Context: an optimization exercise on an open-source flow, tuned for a short achievable clock period and few clock cycles. The choices shown serve that exercise and are no tape-out recipe. The RTL of this run was laid out without a check of its function. Power and IR drop assume default switching activity.

==> design.v <==
package rv_pkg;
    localparam logic [6:0] OP_IMM    = 7'b0010011;
    localparam logic [6:0] OP_REG    = 7'b0110011;
    localparam logic [6:0] OP_BRANCH = 7'b1100011;
    localparam logic [2:0] F3_ADD = 3'd0;
    localparam logic [2:0] F3_BEQ = 3'd0;
    localparam logic [2:0] F3_BNE = 3'd1;
    localparam logic [6:0] F7_ADD = 7'd0;
    typedef enum logic [2:0] {
        FETCH,
        DECODE,
        EXECUTE,
        WRITEBACK,
        HALT
    } state_t;
    typedef enum logic [2:0] {
        I_ADDI,
        I_ADD,
        I_BEQ,
        I_BNE,
        I_ILLEGAL
    } instr_t;
    function automatic logic [2:0] classify(logic [31:0] ir);
        if (ir[6:0] == OP_IMM && ir[14:12] == F3_ADD) begin
            classify = I_ADDI;
        end else if (ir[6:0] == OP_REG && ir[14:12] == F3_ADD && ir[31:25] == F7_ADD) begin
            classify = I_ADD;
        end else if (ir[6:0] == OP_BRANCH && ir[14:12] == F3_BEQ) begin
            classify = I_BEQ;
        end else if (ir[6:0] == OP_BRANCH && ir[14:12] == F3_BNE) begin
            classify = I_BNE;
        end else begin
            classify = I_ILLEGAL;
        end
    endfunction
endpackage
module rv_regfile #(
    parameter int WIDTH = 32,
    parameter int NREGS = 32
) (
    input  logic                     clk,
    input  logic                     rst,
    input  logic [$clog2(NREGS)-1:0] rs1_i,
    input  logic [$clog2(NREGS)-1:0] rs2_i,
    output logic [WIDTH-1:0]         rd1_o,
    output logic [WIDTH-1:0]         rd2_o,
    input  logic                     we_i,
    input  logic [$clog2(NREGS)-1:0] wa_i,
    input  logic [WIDTH-1:0]         wd_i,
    output logic [WIDTH-1:0]         a0_o
);
    localparam int A0 = 10;
    logic [WIDTH-1:0] regs_q [NREGS];
    logic [WIDTH-1:0] x10_q;
    logic [NREGS-1:0] wr_q;
    logic [WIDTH-1:0] rv [NREGS];
    always_ff @(posedge clk or posedge rst) begin
        if (rst) begin
            wr_q  <= '0;
            x10_q <= '0;
        end else if (we_i && (wa_i != '0)) begin
            wr_q[wa_i] <= 1'b1;
            if (wa_i == A0) x10_q <= wd_i;
        end
    end
    always_ff @(posedge clk) begin
        if (we_i && (wa_i != '0) && (wa_i != A0)) begin
            regs_q[wa_i] <= wd_i;
        end
    end
    always_comb begin
        for (int i = 0; i < NREGS; i++) begin
            if (i == A0) rv[i] = x10_q;
            else         rv[i] = wr_q[i] ? regs_q[i] : '0;
        end
    end
    assign rd1_o = rv[rs1_i];
    assign rd2_o = rv[rs2_i];
    assign a0_o  = x10_q;
endmodule
import rv_pkg::*;
module rv_multicycle_core #(
    parameter int               WIDTH     = 32,
    parameter int               NREGS     = 32,
    parameter logic [WIDTH-1:0] RESET_PC  = '0,
    parameter int               CNT_WIDTH = 32
) (
    input  logic                  clk,
    input  logic                  rst,
    output logic                  imem_req,
    output logic [WIDTH-1:0]      imem_addr,
    input  logic                  imem_valid,
    input  logic [31:0]           imem_rdata,
    output logic [WIDTH-1:0]      a0,
    output logic [CNT_WIDTH-1:0]  instret,
    output logic                  halted,
    output logic                  trap
);
    localparam int AW = $clog2(NREGS);
    localparam int PW = WIDTH - 2;           
    localparam int CI = 6;                   
    localparam int CN = 1 << CI;             
    localparam int RB = 10;                  
    localparam int TW = RB - CI;             
    localparam logic [7:0] WIN = 16;         
    function automatic logic [CN-1:0] onehot(logic [CI-1:0] i);
        onehot = '0;
        onehot[i] = 1'b1;
    endfunction
    logic [PW-1:0]  fq;                      
    logic           req_q;
    logic [PW-1:RB] region_q;
    logic [31:0]    cw  [CN];                
    logic [TW-1:0]  ct  [CN];                
    logic [RB-1:0]  ctl [CN];                
    logic           cok [CN];                
    logic [1:0]     cb  [CN];                
    logic [CN-1:0]  cv;                      
    logic [PW-1:0]  pcf;
    logic [CN-1:0]  pcf_oh;                  
    logic           fm_q;                    
    logic           d_v;
    logic [PW-1:0]  d_pc;
    logic [31:0]    d_ir;
    logic           d_pt;
    logic [1:0]     d_cb;
    logic           e_v;
    logic [PW-1:0]  e_pc;
    logic [WIDTH-1:0] e_a, e_b;
    logic           e_beq, e_bne, e_ill, e_we;
    logic [AW-1:0]  e_rd;
    logic           e_pt;
    logic [1:0]     e_cb;
    logic [PW-1:0]  e_alt;                   
    logic [CN-1:0]  e_alt_oh;
    logic [31:0]    e_aw;                    
    logic [1:0]     e_acb;
    logic           e_afast;                 
    logic           e_mis, e_self;
    logic [CNT_WIDTH-1:0] instret_q;
    logic           halted_q, trap_q;
    logic           stop_q;                  
    logic           stop_trap_q;
    logic [PW-1:0]  stop_pc_q;
    logic [12:0] f_immb;
    logic [RB:0] f_sum;
    logic        f_isbr, f_beq, f_bne, f_same, f_st, f_cross;
    logic [1:0]  f_cb;
    always_comb begin
        f_immb  = {imem_rdata[31], imem_rdata[7], imem_rdata[30:25], imem_rdata[11:8], 1'b0};
        f_sum   = {1'b0, fq[RB-1:0]} + {1'b0, f_immb[11:2]};
        f_cross = f_sum[RB] ^ f_immb[12];
        f_isbr  = (imem_rdata[6:0] == OP_BRANCH);
        f_beq   = f_isbr && (imem_rdata[14:12] == F3_BEQ);
        f_bne   = f_isbr && (imem_rdata[14:12] == F3_BNE);
        f_same  = (imem_rdata[19:15] == imem_rdata[24:20]);
        f_st    = (f_beq && f_immb[12]) || (f_bne && f_immb[12]);
        if (f_beq && f_same)      f_cb = 2'b11;
        else if (f_bne && f_same) f_cb = 2'b00;
        else                      f_cb = f_st ? 2'b10 : 2'b01;
    end
    wire          fill    = req_q && imem_valid;
    wire [CI-1:0] fill_i  = fq[CI-1:0];
    wire          fill_nr = (fq[PW-1:RB] != region_q);    
    logic          f_hit, f_pt, f_rok;
    logic [31:0]   f_w;
    logic [TW-1:0] f_t;
    logic [RB-1:0] f_tl;
    logic          f_ok, f_v;
    logic [1:0]    f_cbr;
    logic [PW-1:0] f_tgt, f_next;
    logic [CN-1:0] f_next_oh, f_tgt_oh;
    always_comb begin
        f_w   = '0;
        f_t   = '0;
        f_tl  = '0;
        f_ok  = 1'b0;
        f_cbr = '0;
        f_v   = 1'b0;
        for (int i = 0; i < CN; i++) begin
            f_w   = f_w   | ({32{pcf_oh[i]}} & cw[i]);
            f_t   = f_t   | ({TW{pcf_oh[i]}} & ct[i]);
            f_tl  = f_tl  | ({RB{pcf_oh[i]}} & ctl[i]);
            f_ok  = f_ok  | (pcf_oh[i] & cok[i]);
            f_cbr = f_cbr | ({2{pcf_oh[i]}} & cb[i]);
            f_v   = f_v   | (pcf_oh[i] & cv[i]);
        end
        f_rok     = (pcf[PW-1:RB] == region_q);
        f_hit     = f_v && f_rok && (f_t == pcf[RB-1:CI]);
        f_pt      = f_ok && f_cbr[1];
        f_tgt     = {pcf[PW-1:RB], f_tl};
        f_tgt_oh  = onehot(f_tl[CI-1:0]);
        f_next    = f_pt ? f_tgt : pcf + 1'b1;
        f_next_oh = f_pt ? f_tgt_oh : {pcf_oh[CN-2:0], pcf_oh[CN-1]};
    end
    logic [AW-1:0]    d_rs1, d_rs2, d_rd;
    logic [WIDTH-1:0] rd1, rd2, d_a, d_b;
    logic             d_addi, d_add, d_beq, d_bne;
    logic [WIDTH-1:0] d_immi;
    logic [12:0]      d_immb;
    logic [PW-1:0]    d_alt;
    logic [CN-1:0]    d_alt_oh;
    logic [31:0]      a_w;
    logic [TW-1:0]    a_t;
    logic             a_ok, a_v, a_hit, a_x;
    logic [RB:0]      a_lo;
    logic [1:0]       a_cb;
    logic [WIDTH-1:0] e_sum;
    logic             e_wr;
    assign d_rs1 = d_ir[19:15];
    assign d_rs2 = d_ir[24:20];
    assign d_rd  = d_ir[11:7];
    rv_regfile #(
        .WIDTH (WIDTH),
        .NREGS (NREGS)
    ) u_regfile (
        .clk   (clk),
        .rst   (rst),
        .rs1_i (d_rs1),
        .rs2_i (d_rs2),
        .rd1_o (rd1),
        .rd2_o (rd2),
        .we_i  (e_wr),
        .wa_i  (e_rd),
        .wd_i  (e_sum),
        .a0_o  (a0)
    );
    always_comb begin
        d_addi = (d_ir[6:0] == OP_IMM)    && (d_ir[14:12] == F3_ADD);
        d_add  = (d_ir[6:0] == OP_REG)    && (d_ir[14:12] == F3_ADD) && (d_ir[31:25] == F7_ADD);
        d_beq  = (d_ir[6:0] == OP_BRANCH) && (d_ir[14:12] == F3_BEQ);
        d_bne  = (d_ir[6:0] == OP_BRANCH) && (d_ir[14:12] == F3_BNE);
        d_immi = {{(WIDTH-12){d_ir[31]}}, d_ir[31:20]};
        d_immb = {d_ir[31], d_ir[7], d_ir[30:25], d_ir[11:8], 1'b0};
        d_alt  = d_pt ? d_pc + 1'b1 : d_pc + {{(PW-11){d_immb[12]}}, d_immb[12:2]};
        if (d_pt) begin
            a_lo = {1'b0, d_pc[RB-1:0]} + 1'b1;
            a_x  = a_lo[RB];
        end else begin
            a_lo = {1'b0, d_pc[RB-1:0]} + {1'b0, d_immb[11:2]};
            a_x  = a_lo[RB] ^ d_immb[12];
        end
        d_alt_oh = onehot(a_lo[CI-1:0]);
        a_w  = '0;
        a_t  = '0;
        a_ok = 1'b0;
        a_cb = '0;
        a_v  = 1'b0;
        for (int i = 0; i < CN; i++) begin
            a_w  = a_w  | ({32{d_alt_oh[i]}} & cw[i]);
            a_t  = a_t  | ({TW{d_alt_oh[i]}} & ct[i]);
            a_ok = a_ok | (d_alt_oh[i] & cok[i]);
            a_cb = a_cb | ({2{d_alt_oh[i]}} & cb[i]);
            a_v  = a_v  | (d_alt_oh[i] & cv[i]);
        end
        a_hit = a_v && !a_x && (d_pc[PW-1:RB] == region_q) && (a_t == a_lo[RB-1:CI]);
        d_a = (e_wr && e_rd == d_rs1) ? e_sum : rd1;
        d_b = d_addi ? d_immi : ((e_wr && e_rd == d_rs2) ? e_sum : rd2);
    end
    logic       e_eq, e_taken, e_halt, e_trap, e_redir, e_ret, e_bupd;
    logic [1:0] e_cbn;
    always_comb begin
        e_sum   = e_a + e_b;
        e_eq    = (e_a == e_b);
        e_taken = (e_beq && e_eq) || (e_bne && !e_eq);
        e_wr    = e_v && e_we;
        e_trap  = e_v && (e_ill || (e_taken && e_mis));
        e_halt  = e_trap || (e_v && e_taken && e_self);
        e_ret   = e_v && !e_trap;
        e_redir = e_v && !e_halt && (e_taken != e_pt);
        e_bupd  = e_v && (e_beq || e_bne);
        if (e_taken) e_cbn = (e_cb == 2'b11) ? 2'b11 : e_cb + 1'b1;
        else         e_cbn = (e_cb == 2'b00) ? 2'b00 : e_cb - 1'b1;
    end
    always_ff @(posedge clk) begin
        for (int i = 0; i < CN; i++) begin
            if (fill && fill_i == i) begin
                cw [i] <= imem_rdata;
                ct [i] <= fq[RB-1:CI];
                ctl[i] <= f_sum[RB-1:0];
                cok[i] <= f_isbr && !f_cross;
                cb [i] <= f_cb;
            end else if (e_bupd && e_pc[CI-1:0] == i) begin
                cb [i] <= e_cbn;
            end
        end
    end
    wire run = !halted_q && !stop_q;
    wire fetch_busy = req_q && !imem_valid;
    always_ff @(posedge clk or posedge rst) begin
        if (rst) begin
            cv        <= '0;
            region_q  <= RESET_PC[WIDTH-1:RB+2];
            req_q     <= 1'b1;
            fq        <= RESET_PC[WIDTH-1:2];
            pcf       <= RESET_PC[WIDTH-1:2];
            pcf_oh    <= onehot(RESET_PC[CI+1:2]);
            fm_q      <= 1'b0;
            d_v       <= 1'b0;
            e_v       <= 1'b0;
            instret_q <= '0;
            halted_q  <= 1'b0;
            trap_q    <= 1'b0;
            stop_q    <= 1'b0;
            stop_trap_q <= 1'b0;
            stop_pc_q <= '0;
        end else begin
            if (fill) begin
                if (fill_nr) begin
                    cv       <= onehot(fill_i);
                    region_q <= fq[PW-1:RB];
                end else begin
                    cv[fill_i] <= 1'b1;
                end
            end
            if (e_ret) instret_q <= instret_q + 1'b1;
            fm_q <= 1'b0;
            if (!run || e_halt) begin
                d_v <= 1'b0;
                e_v <= 1'b0;
            end else if (e_redir) begin
                e_v    <= 1'b0;
                d_v    <= e_afast;
                if (e_afast) begin
                    pcf    <= e_alt + 1'b1;
                    pcf_oh <= {e_alt_oh[CN-2:0], e_alt_oh[CN-1]};
                end else begin
                    pcf    <= e_alt;
                    pcf_oh <= e_alt_oh;
                end
            end else begin
                e_v  <= d_v;
                d_v  <= f_hit;
                fm_q <= !f_hit && !(fill && fq == pcf);
                if (f_hit) begin
                    pcf    <= f_next;
                    pcf_oh <= f_next_oh;
                end
            end
            if (run && e_halt) begin
                if (fetch_busy) begin
                    stop_q      <= 1'b1;
                    stop_trap_q <= e_trap;
                    stop_pc_q   <= e_pc;
                end else begin
                    halted_q <= 1'b1;
                    trap_q   <= e_trap;
                    req_q    <= 1'b0;
                    fq       <= e_pc;
                end
            end else if (stop_q) begin
                if (!fetch_busy) begin
                    stop_q   <= 1'b0;
                    halted_q <= 1'b1;
                    trap_q   <= stop_trap_q;
                    req_q    <= 1'b0;
                    fq       <= stop_pc_q;
                end
            end else if (run) begin
                if (fill) begin
                    if (fm_q && pcf != fq) begin
                        fq    <= pcf;
                        req_q <= 1'b1;
                    end else begin
                        fq    <= fq + 1'b1;
                        req_q <= ((fq[7:0] + 1'b1 - pcf[7:0]) < WIN);
                    end
                end else if (!req_q) begin
                    if (fm_q) begin
                        fq    <= pcf;
                        req_q <= 1'b1;
                    end else begin
                        req_q <= ((fq[7:0] - pcf[7:0]) < WIN);
                    end
                end
            end
        end
    end
    always_ff @(posedge clk) begin
        d_ir     <= e_redir ? e_aw  : f_w;
        d_pc     <= e_redir ? e_alt : pcf;
        d_pt     <= !e_redir && f_pt;
        d_cb     <= e_redir ? e_acb : f_cbr;
        e_pc     <= d_pc;
        e_a      <= d_a;
        e_b      <= d_b;
        e_beq    <= d_beq;
        e_bne    <= d_bne;
        e_ill    <= !(d_addi || d_add || d_beq || d_bne);
        e_we     <= (d_addi || d_add) && (d_rd != '0);
        e_rd     <= d_rd;
        e_pt     <= d_pt;
        e_cb     <= d_cb;
        e_alt    <= d_alt;
        e_alt_oh <= d_alt_oh;
        e_aw     <= a_w;
        e_acb    <= a_cb;
        e_afast  <= a_hit && !(a_ok && a_cb[1]);
        e_mis    <= d_immb[1];
        e_self   <= (d_immb == '0);
    end
    assign imem_req  = req_q;
    assign imem_addr = {fq, 2'b00};
    assign instret   = instret_q;
    assign halted    = halted_q;
    assign trap      = trap_q;
endmodule
==> run.sh <==
#!/bin/bash
# synth_recipe.tcl (not shown) runs the flow's synth.tcl, then flattens the netlist and writes it again
# the make line also repeats each setting of config.mk as NAME=value (left out here)
make -C /OpenROAD-flow-scripts/flow DESIGN_CONFIG=/design/flow/config.mk WORK_HOME=/design/flow/orfs CLKGATE_MAP_FILE= SYNTH_SCRIPT=/design/flow/synth_recipe.tcl finish
==> config.mk <==
export PLATFORM = sky130hd
export DESIGN_NAME = rv_multicycle_core
export DESIGN_NICKNAME = rv_multicycle_core
export VERILOG_FILES = /design/flow/design.v
export SDC_FILE = /design/flow/constraint.sdc
export NUM_CORES = 4
export LEC_CHECK = 0
export CAP_MARGIN = 20
export CORE_MARGIN = 2
export CORE_UTILIZATION = 35
export SETUP_SLACK_MARGIN = 4.5
export SLEW_MARGIN = 20
==> constraint.sdc <==
create_clock -name core_clock -period 8.0 [get_ports {clk}]
set_input_delay 1.6000 -clock core_clock [delete_from_list [all_inputs] [get_ports {clk}]]
set_output_delay 1.6000 -clock core_clock [all_outputs]
set_load 0.01 [all_outputs]
==> notes.md <==
worst max path at each step:
stage | end
after CTS | e_afast
after detailed placement | e_afast
after global placement | e_afast
after floorplan | cv[0]
repair_timing:
| item | CTS |
|---|---|
| setup buffers | 1004 |
| hold buffers | 0 |
| gates resized for setup | 2128 |
| gates cloned | 161 |
| pin swaps | 431 |
| endpoints found under the setup margin | 4355 |
power groups by stage:
| stage | clock network, W | logic, W | registers [W] |
|---|---|---|---|
| 2_1_floorplan | 0 | 0.000446 | 0.0278 |
| 3_3_place_gp | 0 | 0.00101 | 0.0279 |
| 3_5_place_dp | 0 | 0.00103 | 0.0279 |
| 4_1_cts | 0.0252 | 0.00112 | 0.0274 |
Yosys cell counts, types with 12 or more instances:
master | instances | share of area
dfxtp_1 | 301 | 0.029
o21ai_0 | 387 | 0.0094
dfrtp_1 | 339 | 0.041
or4_1 | 28 | 0.0010
ha_1 | 116 | 0.0070
a21oi_1 | 370 | 0.0090
o21bai_1 | 36 | 0.0013
o21a_1 | 16 | 0.00058
xnor2_1 | 173 | 0.0073
nor3_1 | 109 | 0.0026
nand4_1 | 843 | 0.026
and3_1 | 82 | 0.0025
and2_1 | 49 | 0.0015
inv_1 | 96 | 0.0017
or2_2 | 14 | 0.00042
o211ai_1 | 51 | 0.0019
o31ai_1 | 77 | 0.0028
nand2_1 | 793 | 0.014
buf_2 | 26 | 0.00063
a221oi_1 | 925 | 0.039
xor2_1 | 112 | 0.0048
a21boi_0 | 15 | 0.00055
a2111oi_0 | 12 | 0.00051
a32oi_1 | 75 | 0.0032
mux2_2 | 97 | 0.0053
clkbuf_1 | 1076 | 0.020
nand3_1 | 2114 | 0.051
a21o_1 | 29 | 0.0011
or3_1 | 22 | 0.00067
a211oi_1 | 91 | 0.0033
and4_1 | 15 | 0.00064
nand2b_1 | 26 | 0.00079
a31oi_1 | 56 | 0.0017
o22ai_1 | 84 | 0.0025
a22oi_1 | 811 | 0.029
buf_1 | 233 | 0.0042
nor2_1 | 415 | 0.0075
nor4_1 | 221 | 0.0067
edfxtp_1 | 4128 | 0.60
a221o_1 | 13 | 0.00063
a22o_1 | 855 | 0.036
mux2i_1 | 49 | 0.0024
nor2b_1 | 93 | 0.0028
a222oi_1 | 153 | 0.0074
per-stage QoR:
| stage | utilization | hold slack (ns) | instances |
|---|---|---|---|
| CTS | 0.443 | 0.330 | 25300 |
| detailed placement | 0.378 | 0.316 | 23200 |
| global placement | 0.378 | 0.314 | 23200 |
| floorplan | - | 0.310 | 15800 |
logic make-up after synthesis:
family	share of synthesized area
simple gates	0.120
flops	0.671
compound gates	0.155
buf+inv	0.0264
xor+xnor	0.0121
mux	0.00780
fa+ha+maj	0.00790
other cells	0.0000182
metal layers:
metal,GRT overflow,track usage
met1,0,0.515
met2,1,0.602
met3,0,0.366
met4,0,0.447
met5,0,0.136
==> notes.md <==
- The flow did not finish.
- It got as far as 5_1_grt and failed there.
- The first error in the log reads "[ERROR GRT-0232] Routing congestion too high. Check the congestion heatmap in the GUI".
- The post-synthesis average cell area is around 13 sq um.
- The number of synthesis warnings is 8.
- The total number of clock tree sinks is ~4800.
- The H-tree depth reported by CTS is 6.
- During placement, the flow inserted port buffers numbering 131.
- Synthesis inferred 4770 register bits.
- The proportion of synthesized chip area in sequential cells is 0.671.
- The I/O pin total is ~130.
- The sum of net half-perimeters after detailed placement is roughly 780000 um.
- The die is 772 um tall.
- The congestion estimate from routability-driven global placement came to roughly 1.0.
- Yosys mapped the design onto between 90 and 100 distinct sky130hd cell types.
- The number of flops mapped to enable cells by yosys is 4128.
- No sink is reached through more buffers than the 4 on the longest clock path.
- In this run the clock root is driven by a clkbuf_16.
- For this run, the total global-route usage over all layers was measured as 0.487.
- The initial utilization of the core area, before any placement, comes to 0.351.
- After floorplanning, the core was divided into between 200 and 300 placement rows.
- In the synthesized netlist the dominant register cell turns out to be edfxtp_1.
- Summing all placed instances gives a cell area of approximately 220000 sq um.
- The number of buffers created by CTS is 536.
- The netlist area before placement is roughly 210000 sq um.
- The setup slack at placement is 1.53 ns.
- Entering global routing, the biggest net connects 113 pins.
- Synthesis produced approximately 16000 cells.
- Summed over all layers, the global routing overflow is 1.
- The die is between 700 and 800 um wide.
- For this run, asynchronously set or reset flops after synthesis account for 0.0715.
